This is an optimization exercise on Yosys and OpenROAD, whose aim is small area and a short achievable clock period, not a production implementation. The RTL of this run was laid out without a check of its function. Power figures rest on the tool's default switching activity, not on a simulated workload.

==> flow/design.v <==
package coproc_pkg;
  parameter int operand_w   = 16;    
  parameter int word_w      = 32;    
  parameter int mult_stages = 3;     
  parameter int cold_pulse_ext  = 6;
  parameter int warm_pulse_ext  = 2;
  parameter int debug_pulse_ext = 32;
  parameter int uptime_w = 32;    
  parameter int led_w    = 10;    
  typedef enum logic {
    pulse_idle   = 1'b0,
    pulse_active = 1'b1    
  } pulse_state_t;
endpackage
import coproc_pkg::*;
module pulse_timer #(
  parameter int pulse_ext = cold_pulse_ext    
) (
  input  logic CLOCK_50,
  input  logic hps_fpga_reset_n,
  input  logic run,        
  output logic expired     
);
  localparam int cnt_w = (pulse_ext > 1) ? $clog2(pulse_ext) : 1;
  localparam logic [cnt_w-1:0] last_val = cnt_w'(pulse_ext - 1);
  logic [cnt_w-1:0] cnt_q;
  always_ff @(posedge CLOCK_50 or negedge hps_fpga_reset_n) begin
    if (!hps_fpga_reset_n) begin
      cnt_q <= '0;
    end else if (expired && (pulse_ext != (1 << cnt_w))) begin
      cnt_q <= '0;                      
    end else begin
      cnt_q <= cnt_q + cnt_w'(run);
    end
  end
  assign expired = (cnt_q == last_val);
endmodule
import coproc_pkg::*;
module reset_req_fsm #(
  parameter int pulse_ext = cold_pulse_ext    
) (
  input  logic CLOCK_50,
  input  logic hps_fpga_reset_n,
  input  logic req,       
  output logic pulse      
);
  logic         req_q;       
  logic         req_prev;    
  logic         rise;
  logic         expired;     
  coproc_pkg::pulse_state_t state_q;
  coproc_pkg::pulse_state_t state_d;
  always_ff @(posedge CLOCK_50 or negedge hps_fpga_reset_n) begin
    if (!hps_fpga_reset_n) begin
      req_q    <= 1'b0;
      req_prev <= 1'b0;
    end else begin
      req_q    <= req;        
      req_prev <= req_q;
    end
  end
  assign rise = req_q && !req_prev;    
  always_comb begin
    state_d = state_q;
    case (state_q)
      pulse_idle: begin
        if (rise) state_d = pulse_active;
      end
      pulse_active: begin
        if (expired) state_d = pulse_idle;
      end
      default: state_d = pulse_idle;
    endcase
  end
  always_ff @(posedge CLOCK_50 or negedge hps_fpga_reset_n) begin
    if (!hps_fpga_reset_n) begin
      state_q <= pulse_idle;
    end else begin
      state_q <= state_d;
    end
  end
  assign pulse = (state_q == pulse_active);
  pulse_timer #(
    .pulse_ext (pulse_ext)
  ) timer_inst (
    .CLOCK_50         (CLOCK_50),
    .hps_fpga_reset_n (hps_fpga_reset_n),
    .run              (pulse),
    .expired          (expired)
  );
endmodule
import coproc_pkg::*;
module mult_pipe #(
  parameter int stages = mult_stages    
) (
  input  logic              CLOCK_50,
  input  logic              hps_fpga_reset_n,
  input  logic [word_w-1:0] in_readdata,
  input  logic              in_waitrequest,
  output logic              in_read,
  output logic [word_w-1:0] out_writedata,
  output logic              out_write,
  input  logic              out_waitrequest
);
  logic              stall;
  logic [2:0]        vld_q;           
  logic [15:0]       op_b;            
  logic [16:0]       b_ext;           
  logic [15:0]       a_q;
  logic [7:0]        one_q, two_q, neg_q;
  logic              one8_q;
  logic [7:0]        one_d, two_d, neg_d;
  logic [76:0]       s1_d, s1_q;
  logic [27:0]       x2, y2, sum2;
  logic [word_w-1:0] p_d, p_q;
  assign stall   = out_waitrequest;
  assign in_read = !in_waitrequest && !stall;
  always_ff @(posedge CLOCK_50 or negedge hps_fpga_reset_n) begin
    if (!hps_fpga_reset_n) begin
      vld_q <= '0;
    end else if (!stall) begin
      vld_q <= {vld_q[1:0], in_read};
    end
  end
  assign op_b  = in_readdata[word_w-1:operand_w];
  assign b_ext = {op_b, 1'b0};
  always_comb begin
    for (int i = 0; i < 8; i++) begin
      one_d[i] = b_ext[2*i+1] ^ b_ext[2*i];
      two_d[i] = (b_ext[2*i+2] & !b_ext[2*i+1] & !b_ext[2*i]) |
                 (!b_ext[2*i+2] & b_ext[2*i+1] & b_ext[2*i]);
      neg_d[i] = b_ext[2*i+2];
    end
  end
  logic pp1;
  logic pp2;
  logic pp3;
  logic pp4;
  logic pp5;
  logic pp6;
  logic pp7;
  logic pp8;
  logic pp9;
  logic pp10;
  logic pp11;
  logic pp12;
  logic pp13;
  logic pp14;
  logic pp15;
  logic pp16;
  logic pp17;
  logic ns18;
  logic pp19;
  logic pp20;
  logic pp21;
  logic pp22;
  logic pp23;
  logic pp24;
  logic pp25;
  logic pp26;
  logic pp27;
  logic pp28;
  logic pp29;
  logic pp30;
  logic pp31;
  logic pp32;
  logic pp33;
  logic pp34;
  logic pp35;
  logic ns36;
  logic pp37;
  logic pp38;
  logic pp39;
  logic pp40;
  logic pp41;
  logic pp42;
  logic pp43;
  logic pp44;
  logic pp45;
  logic pp46;
  logic pp47;
  logic pp48;
  logic pp49;
  logic pp50;
  logic pp51;
  logic pp52;
  logic pp53;
  logic ns54;
  logic pp55;
  logic pp56;
  logic pp57;
  logic pp58;
  logic pp59;
  logic pp60;
  logic pp61;
  logic pp62;
  logic pp63;
  logic pp64;
  logic pp65;
  logic pp66;
  logic pp67;
  logic pp68;
  logic pp69;
  logic pp70;
  logic pp71;
  logic ns72;
  logic pp73;
  logic pp74;
  logic pp75;
  logic pp76;
  logic pp77;
  logic pp78;
  logic pp79;
  logic pp80;
  logic pp81;
  logic pp82;
  logic pp83;
  logic pp84;
  logic pp85;
  logic pp86;
  logic pp87;
  logic pp88;
  logic pp89;
  logic ns90;
  logic pp91;
  logic pp92;
  logic pp93;
  logic pp94;
  logic pp95;
  logic pp96;
  logic pp97;
  logic pp98;
  logic pp99;
  logic pp100;
  logic pp101;
  logic pp102;
  logic pp103;
  logic pp104;
  logic pp105;
  logic pp106;
  logic pp107;
  logic ns108;
  logic pp109;
  logic pp110;
  logic pp111;
  logic pp112;
  logic pp113;
  logic pp114;
  logic pp115;
  logic pp116;
  logic pp117;
  logic pp118;
  logic pp119;
  logic pp120;
  logic pp121;
  logic pp122;
  logic pp123;
  logic pp124;
  logic pp125;
  logic ns126;
  logic pp127;
  logic pp128;
  logic pp129;
  logic pp130;
  logic pp131;
  logic pp132;
  logic pp133;
  logic pp134;
  logic pp135;
  logic pp136;
  logic pp137;
  logic pp138;
  logic pp139;
  logic pp140;
  logic pp141;
  logic pp142;
  logic pp143;
  logic ns144;
  logic pp145;
  logic pp146;
  logic pp147;
  logic pp148;
  logic pp149;
  logic pp150;
  logic pp151;
  logic pp152;
  logic pp153;
  logic pp154;
  logic pp155;
  logic pp156;
  logic pp157;
  logic pp158;
  logic pp159;
  logic pp160;
  logic s161;
  logic c162;
  logic s163;
  logic c164;
  logic s165;
  logic c166;
  logic s167;
  logic c168;
  logic s169;
  logic c170;
  logic s171;
  logic c172;
  logic s173;
  logic c174;
  logic s175;
  logic c176;
  logic s177;
  logic c178;
  logic s179;
  logic c180;
  logic s181;
  logic c182;
  logic s183;
  logic c184;
  logic s185;
  logic c186;
  logic s187;
  logic c188;
  logic s189;
  logic c190;
  logic s191;
  logic c192;
  logic s193;
  logic c194;
  logic s195;
  logic c196;
  logic s197;
  logic c198;
  logic s199;
  logic c200;
  logic s201;
  logic c202;
  logic s203;
  logic c204;
  logic s205;
  logic c206;
  logic s207;
  logic c208;
  logic s209;
  logic c210;
  logic s211;
  logic c212;
  logic s213;
  logic c214;
  logic s215;
  logic c216;
  logic s217;
  logic c218;
  logic s219;
  logic c220;
  logic s221;
  logic c222;
  logic s223;
  logic c224;
  logic s225;
  logic c226;
  logic s227;
  logic c228;
  logic s229;
  logic c230;
  logic s231;
  logic c232;
  logic s233;
  logic c234;
  logic s235;
  logic c236;
  logic s237;
  logic c238;
  logic s239;
  logic c240;
  logic s241;
  logic c242;
  logic s243;
  logic c244;
  logic s245;
  logic c246;
  logic s247;
  logic c248;
  logic s249;
  logic c250;
  logic s251;
  logic c252;
  logic s253;
  logic c254;
  logic s255;
  logic c256;
  logic s257;
  logic c258;
  logic s259;
  logic c260;
  logic s261;
  logic c262;
  logic s263;
  logic c264;
  logic s265;
  logic c266;
  logic s267;
  logic c268;
  logic s269;
  logic c270;
  logic s271;
  logic c272;
  logic s273;
  logic c274;
  logic s275;
  logic c276;
  logic s277;
  logic c278;
  logic s279;
  logic c280;
  logic s281;
  logic c282;
  logic s283;
  logic c284;
  logic s285;
  logic c286;
  logic s287;
  logic c288;
  logic s289;
  logic c290;
  logic s291;
  logic c292;
  logic s293;
  logic c294;
  logic s295;
  logic c296;
  logic s297;
  logic c298;
  logic s299;
  logic c300;
  logic s301;
  logic c302;
  logic s303;
  logic c304;
  logic s305;
  logic c306;
  logic s307;
  logic c308;
  logic s309;
  logic c310;
  logic s311;
  logic c312;
  logic s313;
  logic c314;
  logic s315;
  logic c316;
  logic s317;
  logic c318;
  logic s319;
  logic c320;
  logic s321;
  logic c322;
  logic s323;
  logic c324;
  logic s325;
  logic c326;
  logic s327;
  logic c328;
  logic s329;
  logic c330;
  logic s331;
  logic c332;
  logic s333;
  logic c334;
  logic s335;
  logic c336;
  logic s337;
  logic c338;
  logic s339;
  logic c340;
  logic s341;
  logic c342;
  logic s343;
  logic c344;
  logic s345;
  logic c346;
  logic s347;
  logic c348;
  logic s349;
  logic c350;
  logic s351;
  logic c352;
  logic s353;
  logic c354;
  logic s355;
  logic c356;
  logic s357;
  logic c358;
  logic s359;
  logic c360;
  logic s361;
  logic c362;
  logic s363;
  logic c364;
  logic s365;
  logic c366;
  logic s367;
  logic c368;
  logic s369;
  logic c370;
  logic s371;
  logic c372;
  logic s373;
  logic c374;
  logic s375;
  logic c376;
  logic s377;
  logic c378;
  logic s379;
  logic c380;
  logic s383;
  logic c384;
  logic s385;
  logic c386;
  logic s387;
  logic c388;
  logic s389;
  logic c390;
  logic s391;
  logic c392;
  logic s393;
  logic c394;
  logic s395;
  logic c396;
  logic s397;
  logic c398;
  logic s399;
  logic c400;
  logic s401;
  logic c402;
  logic s403;
  logic c404;
  logic s405;
  logic c406;
  logic s407;
  logic c408;
  logic s409;
  logic c410;
  logic s411;
  logic c412;
  logic s413;
  logic c414;
  logic s415;
  logic c416;
  logic s417;
  logic c418;
  logic s419;
  logic c420;
  logic s421;
  logic c422;
  logic s423;
  logic c424;
  logic s425;
  logic c426;
  logic s427;
  logic c428;
  logic s429;
  logic c430;
  logic s431;
  logic c432;
  logic s433;
  logic c434;
  logic s435;
  logic c436;
  logic s437;
  logic c438;
  logic s439;
  logic c440;
  logic s441;
  logic c442;
  logic s443;
  logic c444;
  logic s445;
  logic c446;
  logic s447;
  logic c448;
  assign pp1 = ((one_q[0] & a_q[0])) ^ neg_q[0];
  assign pp2 = ((one_q[0] & a_q[1]) | (two_q[0] & a_q[0])) ^ neg_q[0];
  assign pp3 = ((one_q[0] & a_q[2]) | (two_q[0] & a_q[1])) ^ neg_q[0];
  assign pp4 = ((one_q[0] & a_q[3]) | (two_q[0] & a_q[2])) ^ neg_q[0];
  assign pp5 = ((one_q[0] & a_q[4]) | (two_q[0] & a_q[3])) ^ neg_q[0];
  assign pp6 = ((one_q[0] & a_q[5]) | (two_q[0] & a_q[4])) ^ neg_q[0];
  assign pp7 = ((one_q[0] & a_q[6]) | (two_q[0] & a_q[5])) ^ neg_q[0];
  assign pp8 = ((one_q[0] & a_q[7]) | (two_q[0] & a_q[6])) ^ neg_q[0];
  assign pp9 = ((one_q[0] & a_q[8]) | (two_q[0] & a_q[7])) ^ neg_q[0];
  assign pp10 = ((one_q[0] & a_q[9]) | (two_q[0] & a_q[8])) ^ neg_q[0];
  assign pp11 = ((one_q[0] & a_q[10]) | (two_q[0] & a_q[9])) ^ neg_q[0];
  assign pp12 = ((one_q[0] & a_q[11]) | (two_q[0] & a_q[10])) ^ neg_q[0];
  assign pp13 = ((one_q[0] & a_q[12]) | (two_q[0] & a_q[11])) ^ neg_q[0];
  assign pp14 = ((one_q[0] & a_q[13]) | (two_q[0] & a_q[12])) ^ neg_q[0];
  assign pp15 = ((one_q[0] & a_q[14]) | (two_q[0] & a_q[13])) ^ neg_q[0];
  assign pp16 = ((one_q[0] & a_q[15]) | (two_q[0] & a_q[14])) ^ neg_q[0];
  assign pp17 = ((two_q[0] & a_q[15])) ^ neg_q[0];
  assign ns18 = ~neg_q[0];
  assign pp19 = ((one_q[1] & a_q[0])) ^ neg_q[1];
  assign pp20 = ((one_q[1] & a_q[1]) | (two_q[1] & a_q[0])) ^ neg_q[1];
  assign pp21 = ((one_q[1] & a_q[2]) | (two_q[1] & a_q[1])) ^ neg_q[1];
  assign pp22 = ((one_q[1] & a_q[3]) | (two_q[1] & a_q[2])) ^ neg_q[1];
  assign pp23 = ((one_q[1] & a_q[4]) | (two_q[1] & a_q[3])) ^ neg_q[1];
  assign pp24 = ((one_q[1] & a_q[5]) | (two_q[1] & a_q[4])) ^ neg_q[1];
  assign pp25 = ((one_q[1] & a_q[6]) | (two_q[1] & a_q[5])) ^ neg_q[1];
  assign pp26 = ((one_q[1] & a_q[7]) | (two_q[1] & a_q[6])) ^ neg_q[1];
  assign pp27 = ((one_q[1] & a_q[8]) | (two_q[1] & a_q[7])) ^ neg_q[1];
  assign pp28 = ((one_q[1] & a_q[9]) | (two_q[1] & a_q[8])) ^ neg_q[1];
  assign pp29 = ((one_q[1] & a_q[10]) | (two_q[1] & a_q[9])) ^ neg_q[1];
  assign pp30 = ((one_q[1] & a_q[11]) | (two_q[1] & a_q[10])) ^ neg_q[1];
  assign pp31 = ((one_q[1] & a_q[12]) | (two_q[1] & a_q[11])) ^ neg_q[1];
  assign pp32 = ((one_q[1] & a_q[13]) | (two_q[1] & a_q[12])) ^ neg_q[1];
  assign pp33 = ((one_q[1] & a_q[14]) | (two_q[1] & a_q[13])) ^ neg_q[1];
  assign pp34 = ((one_q[1] & a_q[15]) | (two_q[1] & a_q[14])) ^ neg_q[1];
  assign pp35 = ((two_q[1] & a_q[15])) ^ neg_q[1];
  assign ns36 = ~neg_q[1];
  assign pp37 = ((one_q[2] & a_q[0])) ^ neg_q[2];
  assign pp38 = ((one_q[2] & a_q[1]) | (two_q[2] & a_q[0])) ^ neg_q[2];
  assign pp39 = ((one_q[2] & a_q[2]) | (two_q[2] & a_q[1])) ^ neg_q[2];
  assign pp40 = ((one_q[2] & a_q[3]) | (two_q[2] & a_q[2])) ^ neg_q[2];
  assign pp41 = ((one_q[2] & a_q[4]) | (two_q[2] & a_q[3])) ^ neg_q[2];
  assign pp42 = ((one_q[2] & a_q[5]) | (two_q[2] & a_q[4])) ^ neg_q[2];
  assign pp43 = ((one_q[2] & a_q[6]) | (two_q[2] & a_q[5])) ^ neg_q[2];
  assign pp44 = ((one_q[2] & a_q[7]) | (two_q[2] & a_q[6])) ^ neg_q[2];
  assign pp45 = ((one_q[2] & a_q[8]) | (two_q[2] & a_q[7])) ^ neg_q[2];
  assign pp46 = ((one_q[2] & a_q[9]) | (two_q[2] & a_q[8])) ^ neg_q[2];
  assign pp47 = ((one_q[2] & a_q[10]) | (two_q[2] & a_q[9])) ^ neg_q[2];
  assign pp48 = ((one_q[2] & a_q[11]) | (two_q[2] & a_q[10])) ^ neg_q[2];
  assign pp49 = ((one_q[2] & a_q[12]) | (two_q[2] & a_q[11])) ^ neg_q[2];
  assign pp50 = ((one_q[2] & a_q[13]) | (two_q[2] & a_q[12])) ^ neg_q[2];
  assign pp51 = ((one_q[2] & a_q[14]) | (two_q[2] & a_q[13])) ^ neg_q[2];
  assign pp52 = ((one_q[2] & a_q[15]) | (two_q[2] & a_q[14])) ^ neg_q[2];
  assign pp53 = ((two_q[2] & a_q[15])) ^ neg_q[2];
  assign ns54 = ~neg_q[2];
  assign pp55 = ((one_q[3] & a_q[0])) ^ neg_q[3];
  assign pp56 = ((one_q[3] & a_q[1]) | (two_q[3] & a_q[0])) ^ neg_q[3];
  assign pp57 = ((one_q[3] & a_q[2]) | (two_q[3] & a_q[1])) ^ neg_q[3];
  assign pp58 = ((one_q[3] & a_q[3]) | (two_q[3] & a_q[2])) ^ neg_q[3];
  assign pp59 = ((one_q[3] & a_q[4]) | (two_q[3] & a_q[3])) ^ neg_q[3];
  assign pp60 = ((one_q[3] & a_q[5]) | (two_q[3] & a_q[4])) ^ neg_q[3];
  assign pp61 = ((one_q[3] & a_q[6]) | (two_q[3] & a_q[5])) ^ neg_q[3];
  assign pp62 = ((one_q[3] & a_q[7]) | (two_q[3] & a_q[6])) ^ neg_q[3];
  assign pp63 = ((one_q[3] & a_q[8]) | (two_q[3] & a_q[7])) ^ neg_q[3];
  assign pp64 = ((one_q[3] & a_q[9]) | (two_q[3] & a_q[8])) ^ neg_q[3];
  assign pp65 = ((one_q[3] & a_q[10]) | (two_q[3] & a_q[9])) ^ neg_q[3];
  assign pp66 = ((one_q[3] & a_q[11]) | (two_q[3] & a_q[10])) ^ neg_q[3];
  assign pp67 = ((one_q[3] & a_q[12]) | (two_q[3] & a_q[11])) ^ neg_q[3];
  assign pp68 = ((one_q[3] & a_q[13]) | (two_q[3] & a_q[12])) ^ neg_q[3];
  assign pp69 = ((one_q[3] & a_q[14]) | (two_q[3] & a_q[13])) ^ neg_q[3];
  assign pp70 = ((one_q[3] & a_q[15]) | (two_q[3] & a_q[14])) ^ neg_q[3];
  assign pp71 = ((two_q[3] & a_q[15])) ^ neg_q[3];
  assign ns72 = ~neg_q[3];
  assign pp73 = ((one_q[4] & a_q[0])) ^ neg_q[4];
  assign pp74 = ((one_q[4] & a_q[1]) | (two_q[4] & a_q[0])) ^ neg_q[4];
  assign pp75 = ((one_q[4] & a_q[2]) | (two_q[4] & a_q[1])) ^ neg_q[4];
  assign pp76 = ((one_q[4] & a_q[3]) | (two_q[4] & a_q[2])) ^ neg_q[4];
  assign pp77 = ((one_q[4] & a_q[4]) | (two_q[4] & a_q[3])) ^ neg_q[4];
  assign pp78 = ((one_q[4] & a_q[5]) | (two_q[4] & a_q[4])) ^ neg_q[4];
  assign pp79 = ((one_q[4] & a_q[6]) | (two_q[4] & a_q[5])) ^ neg_q[4];
  assign pp80 = ((one_q[4] & a_q[7]) | (two_q[4] & a_q[6])) ^ neg_q[4];
  assign pp81 = ((one_q[4] & a_q[8]) | (two_q[4] & a_q[7])) ^ neg_q[4];
  assign pp82 = ((one_q[4] & a_q[9]) | (two_q[4] & a_q[8])) ^ neg_q[4];
  assign pp83 = ((one_q[4] & a_q[10]) | (two_q[4] & a_q[9])) ^ neg_q[4];
  assign pp84 = ((one_q[4] & a_q[11]) | (two_q[4] & a_q[10])) ^ neg_q[4];
  assign pp85 = ((one_q[4] & a_q[12]) | (two_q[4] & a_q[11])) ^ neg_q[4];
  assign pp86 = ((one_q[4] & a_q[13]) | (two_q[4] & a_q[12])) ^ neg_q[4];
  assign pp87 = ((one_q[4] & a_q[14]) | (two_q[4] & a_q[13])) ^ neg_q[4];
  assign pp88 = ((one_q[4] & a_q[15]) | (two_q[4] & a_q[14])) ^ neg_q[4];
  assign pp89 = ((two_q[4] & a_q[15])) ^ neg_q[4];
  assign ns90 = ~neg_q[4];
  assign pp91 = ((one_q[5] & a_q[0])) ^ neg_q[5];
  assign pp92 = ((one_q[5] & a_q[1]) | (two_q[5] & a_q[0])) ^ neg_q[5];
  assign pp93 = ((one_q[5] & a_q[2]) | (two_q[5] & a_q[1])) ^ neg_q[5];
  assign pp94 = ((one_q[5] & a_q[3]) | (two_q[5] & a_q[2])) ^ neg_q[5];
  assign pp95 = ((one_q[5] & a_q[4]) | (two_q[5] & a_q[3])) ^ neg_q[5];
  assign pp96 = ((one_q[5] & a_q[5]) | (two_q[5] & a_q[4])) ^ neg_q[5];
  assign pp97 = ((one_q[5] & a_q[6]) | (two_q[5] & a_q[5])) ^ neg_q[5];
  assign pp98 = ((one_q[5] & a_q[7]) | (two_q[5] & a_q[6])) ^ neg_q[5];
  assign pp99 = ((one_q[5] & a_q[8]) | (two_q[5] & a_q[7])) ^ neg_q[5];
  assign pp100 = ((one_q[5] & a_q[9]) | (two_q[5] & a_q[8])) ^ neg_q[5];
  assign pp101 = ((one_q[5] & a_q[10]) | (two_q[5] & a_q[9])) ^ neg_q[5];
  assign pp102 = ((one_q[5] & a_q[11]) | (two_q[5] & a_q[10])) ^ neg_q[5];
  assign pp103 = ((one_q[5] & a_q[12]) | (two_q[5] & a_q[11])) ^ neg_q[5];
  assign pp104 = ((one_q[5] & a_q[13]) | (two_q[5] & a_q[12])) ^ neg_q[5];
  assign pp105 = ((one_q[5] & a_q[14]) | (two_q[5] & a_q[13])) ^ neg_q[5];
  assign pp106 = ((one_q[5] & a_q[15]) | (two_q[5] & a_q[14])) ^ neg_q[5];
  assign pp107 = ((two_q[5] & a_q[15])) ^ neg_q[5];
  assign ns108 = ~neg_q[5];
  assign pp109 = ((one_q[6] & a_q[0])) ^ neg_q[6];
  assign pp110 = ((one_q[6] & a_q[1]) | (two_q[6] & a_q[0])) ^ neg_q[6];
  assign pp111 = ((one_q[6] & a_q[2]) | (two_q[6] & a_q[1])) ^ neg_q[6];
  assign pp112 = ((one_q[6] & a_q[3]) | (two_q[6] & a_q[2])) ^ neg_q[6];
  assign pp113 = ((one_q[6] & a_q[4]) | (two_q[6] & a_q[3])) ^ neg_q[6];
  assign pp114 = ((one_q[6] & a_q[5]) | (two_q[6] & a_q[4])) ^ neg_q[6];
  assign pp115 = ((one_q[6] & a_q[6]) | (two_q[6] & a_q[5])) ^ neg_q[6];
  assign pp116 = ((one_q[6] & a_q[7]) | (two_q[6] & a_q[6])) ^ neg_q[6];
  assign pp117 = ((one_q[6] & a_q[8]) | (two_q[6] & a_q[7])) ^ neg_q[6];
  assign pp118 = ((one_q[6] & a_q[9]) | (two_q[6] & a_q[8])) ^ neg_q[6];
  assign pp119 = ((one_q[6] & a_q[10]) | (two_q[6] & a_q[9])) ^ neg_q[6];
  assign pp120 = ((one_q[6] & a_q[11]) | (two_q[6] & a_q[10])) ^ neg_q[6];
  assign pp121 = ((one_q[6] & a_q[12]) | (two_q[6] & a_q[11])) ^ neg_q[6];
  assign pp122 = ((one_q[6] & a_q[13]) | (two_q[6] & a_q[12])) ^ neg_q[6];
  assign pp123 = ((one_q[6] & a_q[14]) | (two_q[6] & a_q[13])) ^ neg_q[6];
  assign pp124 = ((one_q[6] & a_q[15]) | (two_q[6] & a_q[14])) ^ neg_q[6];
  assign pp125 = ((two_q[6] & a_q[15])) ^ neg_q[6];
  assign ns126 = ~neg_q[6];
  assign pp127 = ((one_q[7] & a_q[0])) ^ neg_q[7];
  assign pp128 = ((one_q[7] & a_q[1]) | (two_q[7] & a_q[0])) ^ neg_q[7];
  assign pp129 = ((one_q[7] & a_q[2]) | (two_q[7] & a_q[1])) ^ neg_q[7];
  assign pp130 = ((one_q[7] & a_q[3]) | (two_q[7] & a_q[2])) ^ neg_q[7];
  assign pp131 = ((one_q[7] & a_q[4]) | (two_q[7] & a_q[3])) ^ neg_q[7];
  assign pp132 = ((one_q[7] & a_q[5]) | (two_q[7] & a_q[4])) ^ neg_q[7];
  assign pp133 = ((one_q[7] & a_q[6]) | (two_q[7] & a_q[5])) ^ neg_q[7];
  assign pp134 = ((one_q[7] & a_q[7]) | (two_q[7] & a_q[6])) ^ neg_q[7];
  assign pp135 = ((one_q[7] & a_q[8]) | (two_q[7] & a_q[7])) ^ neg_q[7];
  assign pp136 = ((one_q[7] & a_q[9]) | (two_q[7] & a_q[8])) ^ neg_q[7];
  assign pp137 = ((one_q[7] & a_q[10]) | (two_q[7] & a_q[9])) ^ neg_q[7];
  assign pp138 = ((one_q[7] & a_q[11]) | (two_q[7] & a_q[10])) ^ neg_q[7];
  assign pp139 = ((one_q[7] & a_q[12]) | (two_q[7] & a_q[11])) ^ neg_q[7];
  assign pp140 = ((one_q[7] & a_q[13]) | (two_q[7] & a_q[12])) ^ neg_q[7];
  assign pp141 = ((one_q[7] & a_q[14]) | (two_q[7] & a_q[13])) ^ neg_q[7];
  assign pp142 = ((one_q[7] & a_q[15]) | (two_q[7] & a_q[14])) ^ neg_q[7];
  assign pp143 = ((two_q[7] & a_q[15])) ^ neg_q[7];
  assign ns144 = ~neg_q[7];
  assign pp145 = one8_q & a_q[0];
  assign pp146 = one8_q & a_q[1];
  assign pp147 = one8_q & a_q[2];
  assign pp148 = one8_q & a_q[3];
  assign pp149 = one8_q & a_q[4];
  assign pp150 = one8_q & a_q[5];
  assign pp151 = one8_q & a_q[6];
  assign pp152 = one8_q & a_q[7];
  assign pp153 = one8_q & a_q[8];
  assign pp154 = one8_q & a_q[9];
  assign pp155 = one8_q & a_q[10];
  assign pp156 = one8_q & a_q[11];
  assign pp157 = one8_q & a_q[12];
  assign pp158 = one8_q & a_q[13];
  assign pp159 = one8_q & a_q[14];
  assign pp160 = one8_q & a_q[15];
  mult_ha u_s161 (.a(neg_q[1]), .b(pp3), .s(s161), .co(c162));
  mult_ha u_s163 (.a(pp4), .b(pp20), .s(s163), .co(c164));
  mult_fa u_s165 (.a(neg_q[2]), .b(pp5), .c(pp21), .s(s165), .co(c166));
  mult_ha u_s167 (.a(pp37), .b(c164), .s(s167), .co(c168));
  mult_fa u_s169 (.a(pp6), .b(pp22), .c(pp38), .s(s169), .co(c170));
  mult_ha u_s171 (.a(c166), .b(s169), .s(s171), .co(c172));
  mult_fa u_s173 (.a(neg_q[3]), .b(pp7), .c(pp23), .s(s173), .co(c174));
  mult_fa u_s175 (.a(pp39), .b(pp55), .c(c170), .s(s175), .co(c176));
  mult_ha u_s177 (.a(s173), .b(c172), .s(s177), .co(c178));
  mult_fa u_s179 (.a(pp8), .b(pp24), .c(pp40), .s(s179), .co(c180));
  mult_fa u_s181 (.a(pp56), .b(c174), .c(s179), .s(s181), .co(c182));
  mult_ha u_s183 (.a(c176), .b(s181), .s(s183), .co(c184));
  mult_fa u_s185 (.a(neg_q[4]), .b(pp9), .c(pp25), .s(s185), .co(c186));
  mult_fa u_s187 (.a(pp41), .b(pp57), .c(pp73), .s(s187), .co(c188));
  mult_fa u_s189 (.a(c180), .b(s185), .c(s187), .s(s189), .co(c190));
  mult_ha u_s191 (.a(c182), .b(s189), .s(s191), .co(c192));
  mult_fa u_s193 (.a(pp10), .b(pp26), .c(pp42), .s(s193), .co(c194));
  mult_fa u_s195 (.a(pp58), .b(pp74), .c(c186), .s(s195), .co(c196));
  mult_fa u_s197 (.a(c188), .b(s193), .c(c190), .s(s197), .co(c198));
  mult_fa u_s199 (.a(neg_q[5]), .b(pp11), .c(pp27), .s(s199), .co(c200));
  mult_fa u_s201 (.a(pp43), .b(pp59), .c(pp75), .s(s201), .co(c202));
  mult_fa u_s203 (.a(pp91), .b(c194), .c(s199), .s(s203), .co(c204));
  mult_fa u_s205 (.a(s201), .b(c196), .c(s203), .s(s205), .co(c206));
  mult_fa u_s207 (.a(pp12), .b(pp28), .c(pp44), .s(s207), .co(c208));
  mult_fa u_s209 (.a(pp60), .b(pp76), .c(pp92), .s(s209), .co(c210));
  mult_fa u_s211 (.a(c200), .b(c202), .c(s207), .s(s211), .co(c212));
  mult_fa u_s213 (.a(s209), .b(c204), .c(s211), .s(s213), .co(c214));
  mult_fa u_s215 (.a(neg_q[6]), .b(pp13), .c(pp29), .s(s215), .co(c216));
  mult_fa u_s217 (.a(pp45), .b(pp61), .c(pp77), .s(s217), .co(c218));
  mult_fa u_s219 (.a(pp93), .b(pp109), .c(c208), .s(s219), .co(c220));
  mult_fa u_s221 (.a(c210), .b(s215), .c(s217), .s(s221), .co(c222));
  mult_fa u_s223 (.a(c212), .b(s219), .c(s221), .s(s223), .co(c224));
  mult_fa u_s225 (.a(pp14), .b(pp30), .c(pp46), .s(s225), .co(c226));
  mult_fa u_s227 (.a(pp62), .b(pp78), .c(pp94), .s(s227), .co(c228));
  mult_fa u_s229 (.a(pp110), .b(c216), .c(c218), .s(s229), .co(c230));
  mult_fa u_s231 (.a(s225), .b(s227), .c(c220), .s(s231), .co(c232));
  mult_fa u_s233 (.a(neg_q[7]), .b(pp15), .c(pp31), .s(s233), .co(c234));
  mult_fa u_s235 (.a(pp47), .b(pp63), .c(pp79), .s(s235), .co(c236));
  mult_fa u_s237 (.a(pp95), .b(pp111), .c(pp127), .s(s237), .co(c238));
  mult_fa u_s239 (.a(c226), .b(c228), .c(s233), .s(s239), .co(c240));
  mult_fa u_s241 (.a(s235), .b(s237), .c(c230), .s(s241), .co(c242));
  mult_fa u_s243 (.a(pp16), .b(pp32), .c(pp48), .s(s243), .co(c244));
  mult_fa u_s245 (.a(pp64), .b(pp80), .c(pp96), .s(s245), .co(c246));
  mult_fa u_s247 (.a(pp112), .b(pp128), .c(c234), .s(s247), .co(c248));
  mult_fa u_s249 (.a(c236), .b(c238), .c(s243), .s(s249), .co(c250));
  mult_fa u_s251 (.a(s245), .b(c240), .c(s247), .s(s251), .co(c252));
  mult_fa u_s253 (.a(pp145), .b(pp17), .c(pp33), .s(s253), .co(c254));
  mult_fa u_s255 (.a(pp49), .b(pp65), .c(pp81), .s(s255), .co(c256));
  mult_fa u_s257 (.a(pp97), .b(pp113), .c(pp129), .s(s257), .co(c258));
  mult_fa u_s259 (.a(c244), .b(c246), .c(s253), .s(s259), .co(c260));
  mult_fa u_s261 (.a(s255), .b(s257), .c(c248), .s(s261), .co(c262));
  assign s263 = ~(ns18 ^ pp146);
  assign c264 = ns18 | pp146;
  mult_fa u_s265 (.a(s263), .b(pp34), .c(pp50), .s(s265), .co(c266));
  mult_fa u_s267 (.a(pp66), .b(pp82), .c(pp98), .s(s267), .co(c268));
  mult_fa u_s269 (.a(pp114), .b(pp130), .c(c254), .s(s269), .co(c270));
  mult_fa u_s271 (.a(c256), .b(c258), .c(s265), .s(s271), .co(c272));
  mult_fa u_s273 (.a(s267), .b(c260), .c(s269), .s(s273), .co(c274));
  assign s275 = ~(pp147 ^ c264);
  assign c276 = pp147 | c264;
  mult_fa u_s277 (.a(pp35), .b(pp51), .c(pp67), .s(s277), .co(c278));
  mult_fa u_s279 (.a(pp83), .b(pp99), .c(pp115), .s(s279), .co(c280));
  mult_fa u_s281 (.a(pp131), .b(s275), .c(c266), .s(s281), .co(c282));
  mult_fa u_s283 (.a(c268), .b(s277), .c(s279), .s(s283), .co(c284));
  mult_fa u_s285 (.a(c270), .b(c272), .c(s281), .s(s285), .co(c286));
  mult_fa u_s287 (.a(ns36), .b(pp148), .c(pp52), .s(s287), .co(c288));
  mult_fa u_s289 (.a(pp68), .b(pp84), .c(pp100), .s(s289), .co(c290));
  mult_fa u_s291 (.a(pp116), .b(pp132), .c(c276), .s(s291), .co(c292));
  mult_fa u_s293 (.a(c278), .b(c280), .c(s287), .s(s293), .co(c294));
  mult_fa u_s295 (.a(s289), .b(s291), .c(c282), .s(s295), .co(c296));
  assign s297 = ~(pp149 ^ pp53);
  assign c298 = pp149 | pp53;
  mult_fa u_s299 (.a(pp69), .b(pp85), .c(pp101), .s(s299), .co(c300));
  mult_fa u_s301 (.a(pp117), .b(pp133), .c(c288), .s(s301), .co(c302));
  mult_fa u_s303 (.a(c290), .b(s297), .c(s299), .s(s303), .co(c304));
  mult_fa u_s305 (.a(c292), .b(c294), .c(s301), .s(s305), .co(c306));
  mult_fa u_s307 (.a(ns54), .b(pp150), .c(pp70), .s(s307), .co(c308));
  mult_fa u_s309 (.a(pp86), .b(pp102), .c(pp118), .s(s309), .co(c310));
  mult_fa u_s311 (.a(pp134), .b(c298), .c(c300), .s(s311), .co(c312));
  mult_fa u_s313 (.a(s307), .b(s309), .c(c302), .s(s313), .co(c314));
  assign s315 = ~(pp151 ^ pp71);
  assign c316 = pp151 | pp71;
  mult_fa u_s317 (.a(pp87), .b(pp103), .c(pp119), .s(s317), .co(c318));
  mult_fa u_s319 (.a(pp135), .b(c308), .c(c310), .s(s319), .co(c320));
  mult_fa u_s321 (.a(s315), .b(s317), .c(c312), .s(s321), .co(c322));
  mult_fa u_s323 (.a(ns72), .b(pp152), .c(pp88), .s(s323), .co(c324));
  mult_fa u_s325 (.a(pp104), .b(pp120), .c(pp136), .s(s325), .co(c326));
  mult_fa u_s327 (.a(c316), .b(c318), .c(s323), .s(s327), .co(c328));
  mult_fa u_s329 (.a(s325), .b(c320), .c(s327), .s(s329), .co(c330));
  assign s331 = ~(pp153 ^ pp89);
  assign c332 = pp153 | pp89;
  mult_fa u_s333 (.a(pp105), .b(pp121), .c(pp137), .s(s333), .co(c334));
  mult_fa u_s335 (.a(c324), .b(c326), .c(s331), .s(s335), .co(c336));
  mult_fa u_s337 (.a(s333), .b(c328), .c(s335), .s(s337), .co(c338));
  mult_fa u_s339 (.a(ns90), .b(pp154), .c(pp106), .s(s339), .co(c340));
  mult_fa u_s341 (.a(pp122), .b(pp138), .c(c332), .s(s341), .co(c342));
  mult_fa u_s343 (.a(c334), .b(s339), .c(c336), .s(s343), .co(c344));
  assign s345 = ~(pp155 ^ pp107);
  assign c346 = pp155 | pp107;
  mult_fa u_s347 (.a(pp123), .b(pp139), .c(c340), .s(s347), .co(c348));
  mult_fa u_s349 (.a(s345), .b(c342), .c(s347), .s(s349), .co(c350));
  mult_fa u_s351 (.a(ns108), .b(pp156), .c(pp124), .s(s351), .co(c352));
  mult_fa u_s353 (.a(pp140), .b(c346), .c(s351), .s(s353), .co(c354));
  mult_ha u_s355 (.a(c348), .b(s353), .s(s355), .co(c356));
  assign s357 = ~(pp157 ^ pp125);
  assign c358 = pp157 | pp125;
  mult_fa u_s359 (.a(pp141), .b(c352), .c(s357), .s(s359), .co(c360));
  mult_ha u_s361 (.a(c354), .b(s359), .s(s361), .co(c362));
  mult_fa u_s363 (.a(ns126), .b(pp158), .c(pp142), .s(s363), .co(c364));
  mult_fa u_s365 (.a(c358), .b(s363), .c(c360), .s(s365), .co(c366));
  assign s367 = ~(pp159 ^ pp143);
  assign c368 = pp159 | pp143;
  mult_ha u_s369 (.a(c364), .b(s367), .s(s369), .co(c370));
  mult_fa u_s371 (.a(ns144), .b(pp160), .c(c368), .s(s371), .co(c372));
  mult_ha u_s373 (.a(neg_q[0]), .b(pp1), .s(s373), .co(c374));
  mult_ha u_s375 (.a(pp2), .b(c374), .s(s375), .co(c376));
  mult_fa u_s377 (.a(pp19), .b(s161), .c(c376), .s(s377), .co(c378));
  mult_fa u_s379 (.a(c162), .b(s163), .c(c378), .s(s379), .co(c380));
  assign s1_d = {c380, s371, c370, c366, s369, s365, c362, s361, c356, c350, s355, s349, c344, c338, s343, s341, s337, c330, s329, c322, s321, c314, s319, c306, s313, s311, c304, s305, c296, s303, c286, s295, s293, c284, s285, c274, s283, s273, c262, s271, c252, s261, s259, c250, s251, c242, s249, s241, c232, s239, c224, s231, s229, c222, s223, c214, s213, c206, s205, c198, s197, c192, s195, s191, c184, s183, c178, s177, s175, s171, c168, s167, s165, s379, s377, s375, s373};
  mult_ha u_s383 (.a(s1_q[14]), .b(s1_q[15]), .s(s383), .co(c384));
  mult_ha u_s385 (.a(s1_q[17]), .b(s1_q[18]), .s(s385), .co(c386));
  mult_ha u_s387 (.a(s1_q[19]), .b(s1_q[20]), .s(s387), .co(c388));
  mult_ha u_s389 (.a(s1_q[21]), .b(s1_q[22]), .s(s389), .co(c390));
  mult_fa u_s391 (.a(s1_q[23]), .b(s1_q[24]), .c(s1_q[25]), .s(s391), .co(c392));
  mult_ha u_s393 (.a(s391), .b(s1_q[26]), .s(s393), .co(c394));
  mult_fa u_s395 (.a(s1_q[27]), .b(s1_q[28]), .c(s1_q[29]), .s(s395), .co(c396));
  mult_ha u_s397 (.a(s395), .b(c392), .s(s397), .co(c398));
  mult_fa u_s399 (.a(s1_q[30]), .b(s1_q[31]), .c(s1_q[32]), .s(s399), .co(c400));
  mult_ha u_s401 (.a(s399), .b(c396), .s(s401), .co(c402));
  mult_fa u_s403 (.a(s1_q[33]), .b(s1_q[34]), .c(s1_q[35]), .s(s403), .co(c404));
  mult_fa u_s405 (.a(s403), .b(s1_q[36]), .c(c400), .s(s405), .co(c406));
  mult_fa u_s407 (.a(s1_q[37]), .b(s1_q[38]), .c(s1_q[39]), .s(s407), .co(c408));
  mult_ha u_s409 (.a(s407), .b(c404), .s(s409), .co(c410));
  mult_fa u_s411 (.a(s1_q[40]), .b(s1_q[41]), .c(s1_q[42]), .s(s411), .co(c412));
  mult_ha u_s413 (.a(s411), .b(c408), .s(s413), .co(c414));
  mult_fa u_s415 (.a(s1_q[43]), .b(s1_q[44]), .c(s1_q[45]), .s(s415), .co(c416));
  mult_fa u_s417 (.a(s415), .b(s1_q[46]), .c(c412), .s(s417), .co(c418));
  mult_fa u_s419 (.a(s1_q[47]), .b(s1_q[48]), .c(s1_q[49]), .s(s419), .co(c420));
  mult_ha u_s421 (.a(s419), .b(c416), .s(s421), .co(c422));
  mult_fa u_s423 (.a(s1_q[50]), .b(s1_q[51]), .c(s1_q[52]), .s(s423), .co(c424));
  mult_fa u_s425 (.a(s423), .b(s1_q[53]), .c(c420), .s(s425), .co(c426));
  mult_fa u_s427 (.a(s1_q[54]), .b(s1_q[55]), .c(s1_q[56]), .s(s427), .co(c428));
  mult_ha u_s429 (.a(s427), .b(c424), .s(s429), .co(c430));
  mult_fa u_s431 (.a(s1_q[57]), .b(s1_q[58]), .c(c428), .s(s431), .co(c432));
  mult_ha u_s433 (.a(s1_q[59]), .b(s1_q[60]), .s(s433), .co(c434));
  mult_fa u_s435 (.a(s1_q[61]), .b(s1_q[62]), .c(s1_q[63]), .s(s435), .co(c436));
  mult_ha u_s437 (.a(s1_q[64]), .b(s1_q[65]), .s(s437), .co(c438));
  mult_ha u_s439 (.a(s1_q[66]), .b(s1_q[67]), .s(s439), .co(c440));
  mult_ha u_s441 (.a(s1_q[68]), .b(s1_q[69]), .s(s441), .co(c442));
  mult_ha u_s443 (.a(s1_q[70]), .b(s1_q[71]), .s(s443), .co(c444));
  mult_ha u_s445 (.a(s1_q[72]), .b(s1_q[73]), .s(s445), .co(c446));
  mult_ha u_s447 (.a(s1_q[74]), .b(s1_q[75]), .s(s447), .co(c448));
  assign x2  = {s447, s445, s443, s441, s439, s437, s435, s433, s431, s429, s425, s421, s417, s413, s409, s405, s401, s397, s393, s389, s387, s385, s383, s1_q[12], s1_q[10], s1_q[8], s1_q[6], s1_q[4]};
  assign y2  = {c446, c444, c442, c440, c438, c436, c434, c432, c430, c426, c422, c418, c414, c410, c406, c402, c398, c394, c390, c388, c386, c384, s1_q[16], s1_q[13], s1_q[11], s1_q[9], s1_q[7], s1_q[5]};
  logic [27:0] g0, p0, cy;
  assign g0 = x2 & y2;
  assign p0 = x2 ^ y2;
  logic bg1;
  assign bg1 = g0[0] | (p0[0] & s1_q[76]);
  logic bg2;
  assign bg2 = g0[2] | (p0[2] & g0[1]);
  logic bp2;
  assign bp2 = p0[2] & p0[1];
  logic bg3;
  assign bg3 = g0[4] | (p0[4] & g0[3]);
  logic bp3;
  assign bp3 = p0[4] & p0[3];
  logic bg4;
  assign bg4 = g0[6] | (p0[6] & g0[5]);
  logic bp4;
  assign bp4 = p0[6] & p0[5];
  logic bg5;
  assign bg5 = g0[8] | (p0[8] & g0[7]);
  logic bp5;
  assign bp5 = p0[8] & p0[7];
  logic bg6;
  assign bg6 = g0[10] | (p0[10] & g0[9]);
  logic bp6;
  assign bp6 = p0[10] & p0[9];
  logic bg7;
  assign bg7 = g0[12] | (p0[12] & g0[11]);
  logic bp7;
  assign bp7 = p0[12] & p0[11];
  logic bg8;
  assign bg8 = g0[14] | (p0[14] & g0[13]);
  logic bp8;
  assign bp8 = p0[14] & p0[13];
  logic bg9;
  assign bg9 = g0[16] | (p0[16] & g0[15]);
  logic bp9;
  assign bp9 = p0[16] & p0[15];
  logic bg10;
  assign bg10 = g0[18] | (p0[18] & g0[17]);
  logic bp10;
  assign bp10 = p0[18] & p0[17];
  logic bg11;
  assign bg11 = g0[20] | (p0[20] & g0[19]);
  logic bp11;
  assign bp11 = p0[20] & p0[19];
  logic bg12;
  assign bg12 = g0[22] | (p0[22] & g0[21]);
  logic bp12;
  assign bp12 = p0[22] & p0[21];
  logic bg13;
  assign bg13 = g0[24] | (p0[24] & g0[23]);
  logic bp13;
  assign bp13 = p0[24] & p0[23];
  logic bg14;
  assign bg14 = g0[26] | (p0[26] & g0[25]);
  logic bp14;
  assign bp14 = p0[26] & p0[25];
  logic bg15;
  assign bg15 = g0[1] | (p0[1] & bg1);
  logic bg16;
  assign bg16 = bg2 | (bp2 & bg1);
  logic bg17;
  assign bg17 = g0[5] | (p0[5] & bg3);
  logic bp17;
  assign bp17 = p0[5] & bp3;
  logic bg18;
  assign bg18 = bg4 | (bp4 & bg3);
  logic bp18;
  assign bp18 = bp4 & bp3;
  logic bg19;
  assign bg19 = g0[9] | (p0[9] & bg5);
  logic bp19;
  assign bp19 = p0[9] & bp5;
  logic bg20;
  assign bg20 = bg6 | (bp6 & bg5);
  logic bp20;
  assign bp20 = bp6 & bp5;
  logic bg21;
  assign bg21 = g0[13] | (p0[13] & bg7);
  logic bp21;
  assign bp21 = p0[13] & bp7;
  logic bg22;
  assign bg22 = bg8 | (bp8 & bg7);
  logic bp22;
  assign bp22 = bp8 & bp7;
  logic bg23;
  assign bg23 = g0[17] | (p0[17] & bg9);
  logic bp23;
  assign bp23 = p0[17] & bp9;
  logic bg24;
  assign bg24 = bg10 | (bp10 & bg9);
  logic bp24;
  assign bp24 = bp10 & bp9;
  logic bg25;
  assign bg25 = g0[21] | (p0[21] & bg11);
  logic bp25;
  assign bp25 = p0[21] & bp11;
  logic bg26;
  assign bg26 = bg12 | (bp12 & bg11);
  logic bp26;
  assign bp26 = bp12 & bp11;
  logic bg27;
  assign bg27 = g0[25] | (p0[25] & bg13);
  logic bp27;
  assign bp27 = p0[25] & bp13;
  logic bg28;
  assign bg28 = bg14 | (bp14 & bg13);
  logic bp28;
  assign bp28 = bp14 & bp13;
  logic bg29;
  assign bg29 = g0[3] | (p0[3] & bg16);
  logic bg30;
  assign bg30 = bg3 | (bp3 & bg16);
  logic bg31;
  assign bg31 = bg17 | (bp17 & bg16);
  logic bg32;
  assign bg32 = bg18 | (bp18 & bg16);
  logic bg33;
  assign bg33 = g0[11] | (p0[11] & bg20);
  logic bp33;
  assign bp33 = p0[11] & bp20;
  logic bg34;
  assign bg34 = bg7 | (bp7 & bg20);
  logic bp34;
  assign bp34 = bp7 & bp20;
  logic bg35;
  assign bg35 = bg21 | (bp21 & bg20);
  logic bp35;
  assign bp35 = bp21 & bp20;
  logic bg36;
  assign bg36 = bg22 | (bp22 & bg20);
  logic bp36;
  assign bp36 = bp22 & bp20;
  logic bg37;
  assign bg37 = g0[19] | (p0[19] & bg24);
  logic bp37;
  assign bp37 = p0[19] & bp24;
  logic bg38;
  assign bg38 = bg11 | (bp11 & bg24);
  logic bp38;
  assign bp38 = bp11 & bp24;
  logic bg39;
  assign bg39 = bg25 | (bp25 & bg24);
  logic bp39;
  assign bp39 = bp25 & bp24;
  logic bg40;
  assign bg40 = bg26 | (bp26 & bg24);
  logic bp40;
  assign bp40 = bp26 & bp24;
  logic bg41;
  assign bg41 = g0[27] | (p0[27] & bg28);
  logic bp41;
  assign bp41 = p0[27] & bp28;
  logic bg42;
  assign bg42 = g0[7] | (p0[7] & bg32);
  logic bg43;
  assign bg43 = bg5 | (bp5 & bg32);
  logic bg44;
  assign bg44 = bg19 | (bp19 & bg32);
  logic bg45;
  assign bg45 = bg20 | (bp20 & bg32);
  logic bg46;
  assign bg46 = bg33 | (bp33 & bg32);
  logic bg47;
  assign bg47 = bg34 | (bp34 & bg32);
  logic bg48;
  assign bg48 = bg35 | (bp35 & bg32);
  logic bg49;
  assign bg49 = bg36 | (bp36 & bg32);
  logic bg50;
  assign bg50 = g0[23] | (p0[23] & bg40);
  logic bp50;
  assign bp50 = p0[23] & bp40;
  logic bg51;
  assign bg51 = bg13 | (bp13 & bg40);
  logic bp51;
  assign bp51 = bp13 & bp40;
  logic bg52;
  assign bg52 = bg27 | (bp27 & bg40);
  logic bp52;
  assign bp52 = bp27 & bp40;
  logic bg53;
  assign bg53 = bg28 | (bp28 & bg40);
  logic bp53;
  assign bp53 = bp28 & bp40;
  logic bg54;
  assign bg54 = bg41 | (bp41 & bg40);
  logic bp54;
  assign bp54 = bp41 & bp40;
  logic bg55;
  assign bg55 = g0[15] | (p0[15] & bg49);
  logic bg56;
  assign bg56 = bg9 | (bp9 & bg49);
  logic bg57;
  assign bg57 = bg23 | (bp23 & bg49);
  logic bg58;
  assign bg58 = bg24 | (bp24 & bg49);
  logic bg59;
  assign bg59 = bg37 | (bp37 & bg49);
  logic bg60;
  assign bg60 = bg38 | (bp38 & bg49);
  logic bg61;
  assign bg61 = bg39 | (bp39 & bg49);
  logic bg62;
  assign bg62 = bg40 | (bp40 & bg49);
  logic bg63;
  assign bg63 = bg50 | (bp50 & bg49);
  logic bg64;
  assign bg64 = bg51 | (bp51 & bg49);
  logic bg65;
  assign bg65 = bg52 | (bp52 & bg49);
  logic bg66;
  assign bg66 = bg53 | (bp53 & bg49);
  logic bg67;
  assign bg67 = bg54 | (bp54 & bg49);
  assign cy = {bg66, bg65, bg64, bg63, bg62, bg61, bg60, bg59, bg58, bg57, bg56, bg55, bg49, bg48, bg47, bg46, bg45, bg44, bg43, bg42, bg32, bg31, bg30, bg29, bg16, bg15, bg1, s1_q[76]};
  assign sum2 = p0 ^ cy;
  assign p_d = {sum2, {s1_q[3], s1_q[2], s1_q[1], s1_q[0]}};
  always_ff @(posedge CLOCK_50) begin
    if (!stall) begin
      a_q    <= in_readdata[operand_w-1:0];
      one_q  <= one_d;
      two_q  <= two_d;
      neg_q  <= neg_d;
      one8_q <= op_b[15];
      s1_q   <= s1_d;
      p_q    <= p_d;
    end
  end
  assign out_write     = vld_q[2];
  assign out_writedata = p_q;
endmodule
module mult_fa (
  input  logic a,
  input  logic b,
  input  logic c,
  output logic s,
  output logic co
);
  assign s  = a ^ b ^ c;
  assign co = (a & b) | (c & (a ^ b));
endmodule
module mult_ha (
  input  logic a,
  input  logic b,
  output logic s,
  output logic co
);
  assign s  = a ^ b;
  assign co = a & b;
endmodule
import coproc_pkg::*;
module coproc_top (
  input  logic                CLOCK_50,
  input  logic                hps_fpga_reset_n,
  input  logic [word_w-1:0]   in_readdata,
  input  logic                in_waitrequest,
  output logic                in_read,
  output logic [word_w-1:0]   out_writedata,
  output logic                out_write,
  input  logic                out_waitrequest,
  input  logic [2:0]          reset_req,
  output logic                cold_reset,
  output logic                warm_reset,
  output logic                debug_reset,
  output logic [uptime_w-1:0] status_count,
  output logic [led_w-1:0]    ledr
);
  logic [uptime_w-1:0] uptime_q;    
  mult_pipe #(
    .stages (mult_stages)
  ) mult_inst (
    .CLOCK_50         (CLOCK_50),
    .hps_fpga_reset_n (hps_fpga_reset_n),
    .in_readdata      (in_readdata),
    .in_waitrequest   (in_waitrequest),
    .in_read          (in_read),
    .out_writedata    (out_writedata),
    .out_write        (out_write),
    .out_waitrequest  (out_waitrequest)
  );
  reset_req_fsm #(
    .pulse_ext (cold_pulse_ext)
  ) cold_req_inst (
    .CLOCK_50         (CLOCK_50),
    .hps_fpga_reset_n (hps_fpga_reset_n),
    .req              (reset_req[0]),
    .pulse            (cold_reset)
  );
  reset_req_fsm #(
    .pulse_ext (warm_pulse_ext)
  ) warm_req_inst (
    .CLOCK_50         (CLOCK_50),
    .hps_fpga_reset_n (hps_fpga_reset_n),
    .req              (reset_req[1]),
    .pulse            (warm_reset)
  );
  reset_req_fsm #(
    .pulse_ext (debug_pulse_ext)
  ) debug_req_inst (
    .CLOCK_50         (CLOCK_50),
    .hps_fpga_reset_n (hps_fpga_reset_n),
    .req              (reset_req[2]),
    .pulse            (debug_reset)
  );
  localparam int grp_w = 8;
  localparam int n_grp = uptime_w / grp_w;
  logic [uptime_w-1:0] uptime_d;
  logic [n_grp-1:0]    grp_cin;
  logic [grp_w:0]      carry [n_grp];    
  assign grp_cin[0] = 1'b1;
  for (genvar g = 1; g < n_grp; g++) begin : g_cin
    assign grp_cin[g] = grp_cin[g-1] & (&uptime_q[g*grp_w-1 -: grp_w]);
  end
  for (genvar g = 0; g < n_grp; g++) begin : g_grp
    for (genvar i = 0; i < grp_w; i++) begin : g_bit
      if (g == 0 && i == 0) begin : g_lsb
        assign uptime_d[0]  = !uptime_q[0];
        assign carry[0][1]  = uptime_q[0];
      end else begin : g_ha
        uptime_ha ha_inst (
          .a  (uptime_q[g*grp_w+i]),
          .b  ((i == 0) ? grp_cin[g] : carry[g][i]),
          .s  (uptime_d[g*grp_w+i]),
          .co (carry[g][i+1])
        );
      end
    end
  end
  always_ff @(posedge CLOCK_50 or negedge hps_fpga_reset_n) begin
    if (!hps_fpga_reset_n) begin
      uptime_q <= '0;
    end else begin
      uptime_q <= uptime_d;    
    end
  end
  assign status_count = uptime_q;                        
  assign ledr         = uptime_q[uptime_w-1 -: led_w];   
endmodule
module uptime_ha (
  input  logic a,
  input  logic b,
  output logic s,
  output logic co
);
  assign s  = a ^ b;
  assign co = a & b;
endmodule
==> flow/flow/run.sh <==
#!/bin/bash
# Layout flow: the standard ORFS flow, with the port buffers that the
# placement step inserts made from sky130_fd_sc_hd__buf_1, which the timing
# repair may then resize, instead of the delay-cell buffer the resizer picks.
set -euo pipefail
bash standard.sh "BUFFER_PORTS_ARGS=-buffer_cell sky130_fd_sc_hd__buf_1" finish > orfs_make.log 2>&1
==> flow/standard.sh <==
#!/bin/bash
# synth_recipe.tcl (not shown) runs the flow's synth.tcl, then flattens the netlist and writes it again
# the make line also repeats each setting of config.mk as NAME=value (left out here)
make -C /OpenROAD-flow-scripts/flow DESIGN_CONFIG=/design/flow/config.mk WORK_HOME=/design/flow/orfs CLKGATE_MAP_FILE= SYNTH_SCRIPT=/design/flow/synth_recipe.tcl "${@:-finish}"
==> flow/config.mk <==
export PLATFORM = sky130hd
export DESIGN_NAME = coproc_top
export DESIGN_NICKNAME = coproc_top
export VERILOG_FILES = /design/flow/design.v
export SDC_FILE = /design/flow/constraint.sdc
export NUM_CORES = 4
export LEC_CHECK = 0
export CAP_MARGIN = 20
export CORE_MARGIN = 2
export CORE_UTILIZATION = 60
export CTS_CLUSTER_DIAMETER = 150
export CTS_CLUSTER_SIZE = 30
export SETUP_SLACK_MARGIN = 3.7
export SLEW_MARGIN = 20
export SYNTH_HIERARCHICAL = 1
export TNS_END_PERCENT = 5
==> flow/constraint.sdc <==
create_clock -name core_clock -period 6.8 [get_ports {CLOCK_50}]
set_input_delay 1.3600 -clock core_clock [delete_from_list [all_inputs] [get_ports {CLOCK_50}]]
set_output_delay 1.3600 -clock core_clock [all_outputs]
set_load 0.01 [all_outputs]
==> results.json <==
{
  "cts_made_buffers": 10,
  "critical_path.max_fanout": 5,
  "final_hold_viol_count": 0,
  "drc": 0,
  "layout.nets": 1289,
  "grt_pass1_vias": 7772,
  "worstSetupStartpointType": "register",
  "vdd_drop_max_uv": 303,
  "placed_cell_area_um2": 13600,
  "hold_worst_slack_ps": 384,
  "run_status": "complete, no violations",
  "clock_power_share_pct": 9.0,
  "fin_crit_sh_pct": 49.1,
  "p_sw_share_pct": 39.1,
  "wire_length_of_the_first_global_routing_pass_um": 41800,
  "power_leakage_nw": 5.54,
  "slew_headroom_pct": 26.6,
  "grt_antenna_before_repair": 0,
  "fmax_mhz": 300,
  "crit_required_ps": 7100,
  "pre_cts_slack_ps": 3170,
  "layout.cells.most_common_list": "sky130_fd_sc_hd__xnor2_1 (150), sky130_fd_sc_hd__edfxtp_1 (149), sky130_fd_sc_hd__a22oi_1 (120)",
  "port_buffers": 117,
  "layout_setup_ws_ps": 3460,
  "rsz0062_at_grt": "true",
  "final_area_um2": 14200,
  "root_cell_of_the_clock_tree": "sky130_fd_sc_hd__clkbuf_16",
  "fin_crit_ps": 3340,
  "yosysWarnings": 16,
  "critPathCaptureType": "register",
  "die_y_um": 152,
  "fp.dieArea_um2": 23200,
  "area_growth_pct": 7.96,
  "synth.lib_cells_used.distinct": 51,
  "std_cell_rows": 54,
  "timing.setup.critical_path_class": "reg -> reg",
  "detail_route.wl_per_cell_um": 18.7,
  "internal_power_mw": 4.47,
  "vias": 7728,
  "fin_skew_ps": 8.38,
  "ratio_of_cells_with_drive_above_1_in_the_final_layout_pct": 6.90,
  "pwr-share-seq_pct": 31.3,
  "mean_post_synth_cell_area_um2": 13.3,
  "total_power_mw": 7.35,
  "slew_violations": 0,
  "detail-route-antenna-nets": 0,
  "cp.arrival_ps": 3640,
  "fin_tns_setup_ps": 0,
  "power.net_switching_mw": 2.87,
  "synth-seq-cells": 202,
  "tritoncts_clock_tree": "built",
  "ys_dominant_reg_cell": "sky130_fd_sc_hd__edfxtp_1",
  "antenna_cells": 0,
  "worst_skew_pair.late_latency_ps": 460,
  "ctsHtreeMaxLevel": 1,
  "initial_standard_cell_utilization_of_the_core_pct": 60.8,
  "combined_area_of_all_synthesized_cells_um2": 13200,
  "grt.total_usage_pct": 22.1,
  "routed_via_density": 5.84,
  "global_route.overflow_total": 0,
  "worst_max_slew_pin_slew_ps": 1100,
  "die_w_um": 152,
  "timing.hold.worst.class": "reg -> reg",
  "synth.yosys.seq_area_share_pct": 44.0,
  "initial_drt_markers": 537,
  "async_reset_ff_share_pct": 26.2,
  "grt_start_max_net_pins": 61,
  "most_frequent_standard_cell_in_the_layout_excluding_fill_and_tap_cells": "sky130_fd_sc_hd__xnor2_1",
  "hpwl_um": 17700,
  "first_pass_iters": 5,
  "post_synth_inst_count": 994,
  "drt-total-wl_um": 24800,
  "clkTransAtPathRegs_ps": 110,
  "clock_sink_count": 202,
  "synth_nets": 1242,
  "gp_routability_congestion": 0.808,
  "power.density_nw_per_um2": 516,
  "core_area_um2": 21700,
  "synth_edf_count": 149,
  "drv.max_cap_violation_count": 0,
  "pwr-share-comb_pct": 59.7,
  "ioPinCount": 118,
  "setup_viol_count_final": 0,
  "clockBufferDepth": 3
}
-- sequential cells by signal, indices dropped and copies added, names as in the netlist, 5 cells and up --
| name | count |
|---|---|
| uptime_q | 32 |
| mult_inst.neg_q | 8 |
| mult_inst.one_q | 8 |
| mult_inst.s1_q | 77 |
| mult_inst.two_q | 8 |
| mult_inst.p_q | 32 |
| mult_inst.a_q | 16 |
| debug_req_inst.timer_inst.cnt_q | 5 |
-- through the flow --
| stage | utilization, % | std cells |
|---|---|---|
| after floorplan | - | 994 |
| after global placement | 62.8 | 1302 |
| after detailed placement | 62.8 | 1302 |
| after CTS | 64.9 | 1319 |
| after global routing | 65.6 | 1324 |
| final | 65.6 | 1324 |
-- what timing repair did --
| item | in CTS | in global routing |
|---|---|---|
| pin swaps | 15 | 9 |
| hold buffers | 0 | 0 |
| endpoints found under the setup margin | 13 | 88 |
| cloned | 0 | 0 |
| buffers inserted | 2 | 4 |
| resized for setup | 25 | 12 |
-- per-module statistics from Yosys, one instance, submodules excluded, excerpt --
module | cell area (um^2) | times used
coproc_top | 963 | 1
mult_fa | 20.0 | 105
mult_ha | 12.5 | 30
uptime_ha | 12.5 | 31
-- critical path: stages, from the launching register on --
cell and delay (ps):
sky130_fd_sc_hd__edfxtp_1 420, sky130_fd_sc_hd__fa_2 410, sky130_fd_sc_hd__fa_1 600, sky130_fd_sc_hd__ha_4 240
sky130_fd_sc_hd__and3_4 150, sky130_fd_sc_hd__and2_4 160, sky130_fd_sc_hd__a221oi_4 260, sky130_fd_sc_hd__a2bb2oi_2 200
sky130_fd_sc_hd__o31ai_4 110, sky130_fd_sc_hd__or4b_4 530, sky130_fd_sc_hd__o311ai_4 90
-- cell usage after synthesis, types with 3 or more instances --
| cell type | n | area, um^2 |
|---|---|---|
| sky130_fd_sc_hd__edfxtp_1 | 149 | 4470 |
| sky130_fd_sc_hd__nor2_1 | 13 | 48.8 |
| sky130_fd_sc_hd__nand4_1 | 6 | 37.5 |
| sky130_fd_sc_hd__a31oi_1 | 3 | 18.8 |
| sky130_fd_sc_hd__ha_1 | 99 | 1240 |
| sky130_fd_sc_hd__nand2_1 | 29 | 109 |
| sky130_fd_sc_hd__buf_4 | 11 | 82.6 |
| sky130_fd_sc_hd__o21ai_0 | 14 | 70.1 |
| sky130_fd_sc_hd__xnor2_1 | 150 | 1310 |
| sky130_fd_sc_hd__nand2b_1 | 16 | 100 |
| sky130_fd_sc_hd__and2_1 | 11 | 68.8 |
| sky130_fd_sc_hd__nand3b_1 | 9 | 67.6 |
| sky130_fd_sc_hd__inv_1 | 40 | 150 |
| sky130_fd_sc_hd__dfrtp_1 | 53 | 1330 |
| sky130_fd_sc_hd__a21o_1 | 6 | 45.0 |
| sky130_fd_sc_hd__xor2_1 | 17 | 149 |
| sky130_fd_sc_hd__a22oi_1 | 120 | 901 |
| sky130_fd_sc_hd__fa_1 | 110 | 2200 |
| sky130_fd_sc_hd__o21bai_1 | 3 | 22.5 |
| sky130_fd_sc_hd__clkbuf_1 | 79 | 297 |
| sky130_fd_sc_hd__buf_1 | 3 | 11.3 |
| sky130_fd_sc_hd__a21oi_1 | 11 | 55.1 |
| sky130_fd_sc_hd__mux2i_1 | 4 | 40.0 |
| sky130_fd_sc_hd__nand3_1 | 4 | 20.0 |
-- power by group through the flow --
stage | clock network [mW] | logic [mW] | registers, mW
3_3_place_gp | 0 | 3.48 | 2.32
3_5_place_dp | 0 | 3.59 | 2.33
4_1_cts | 0.688 | 4.07 | 2.31
6_report | 0.658 | 4.39 | 2.30
2_1_floorplan | 0 | 2.75 | 2.23
5_1_grt | 0.730 | 4.90 | 2.35
-- final timing paths --
check / slack (ps) / from / endpoint / cells after the start
setup / recovery: 3460 / mult_inst.s1_q[56] / mult_inst.p_q[30] / 10
hold / removal: 380 / cold_req_inst.req_q / cold_req_inst.req_prev / 0
setup reg to reg: 3460 / mult_inst.s1_q[56] / mult_inst.p_q[30] / 10
hold reg to reg: 380 / cold_req_inst.req_q / cold_req_inst.req_prev / 0
max in group asynchronous: 5360 / hps_fpga_reset_n / uptime_q[20] / 2
min in group asynchronous: 990 / hps_fpga_reset_n / debug_req_inst.state_q / 2
-- cell type report --
cell class | instances | area (um^2)
Multi-Input combinational cell | 659 | 7090
Inverter | 40 | 154
Sequential cell | 202 | 5800
Tap cell | 280 | 350
Timing Repair Buffer | 128 | 543
Fill cell | 1669 | 7460
Clock buffer | 14 | 287
Clock inverter | 1 | 8.76
-- logic make-up (layout without fill, tap and decap cells) --
kind of cell | count (synthesis) | count (layout) | synth area share, %
and+or+nand+nor | 101 | 101 | 4.26
AOI/OAI and AO/OA | 176 | 176 | 9.96
DFF | 202 | 202 | 44.0
adders and majority gates | 209 | 209 | 26.1
buffers and inverters | 133 | 183 | 4.10
xor gates and xnor gates | 167 | 167 | 11.1
muxes | 6 | 6 | 0.475
-- layer usage --
layer | wire length [um] | track usage, % | share of wire, % | up-vias
li1 | - | - | - | 3573
met2 | 11100 | 33.5 | 45 | 269
met5 | 0 | 0 | 0 | -
met3 | 1580 | 3.16 | 6.4 | 19
met1 | 11800 | 34.8 | 48 | 3867
met4 | 306 | 3.83 | 1.2 | 0

port drivers added, routing unchanged:
The flow's constraints put no driver on any port. The routed layout listed below was extracted and timed again, unchanged, in two steps.
Step 1 (the two cells are an assumption about what drives the block):
set clk [get_ports {CLOCK_50}]
set_driving_cell -lib_cell sky130_fd_sc_hd__clkbuf_16 $clk
set_driving_cell -lib_cell sky130_fd_sc_hd__buf_2 [delete_from_list [all_inputs] $clk]
Step 2 times the ports against the registers' clock, not the clock port: input delays grow and output delays shrink by t, the midpoint of the rising clock arrivals with the driver on.
Slacks: ideal ports / drivers / drivers and shift; pairs: ideal ports / drivers.
shift t [ns]: 0.504
setup WS [ns]: 3.464 / 3.464 / 3.364
worst slew at a driven data input, ns: 0.03
After both steps setup and hold are still met in this run. The setup slack of this run moves by 0.000 ns with the drivers and by -0.100 ns with both steps.
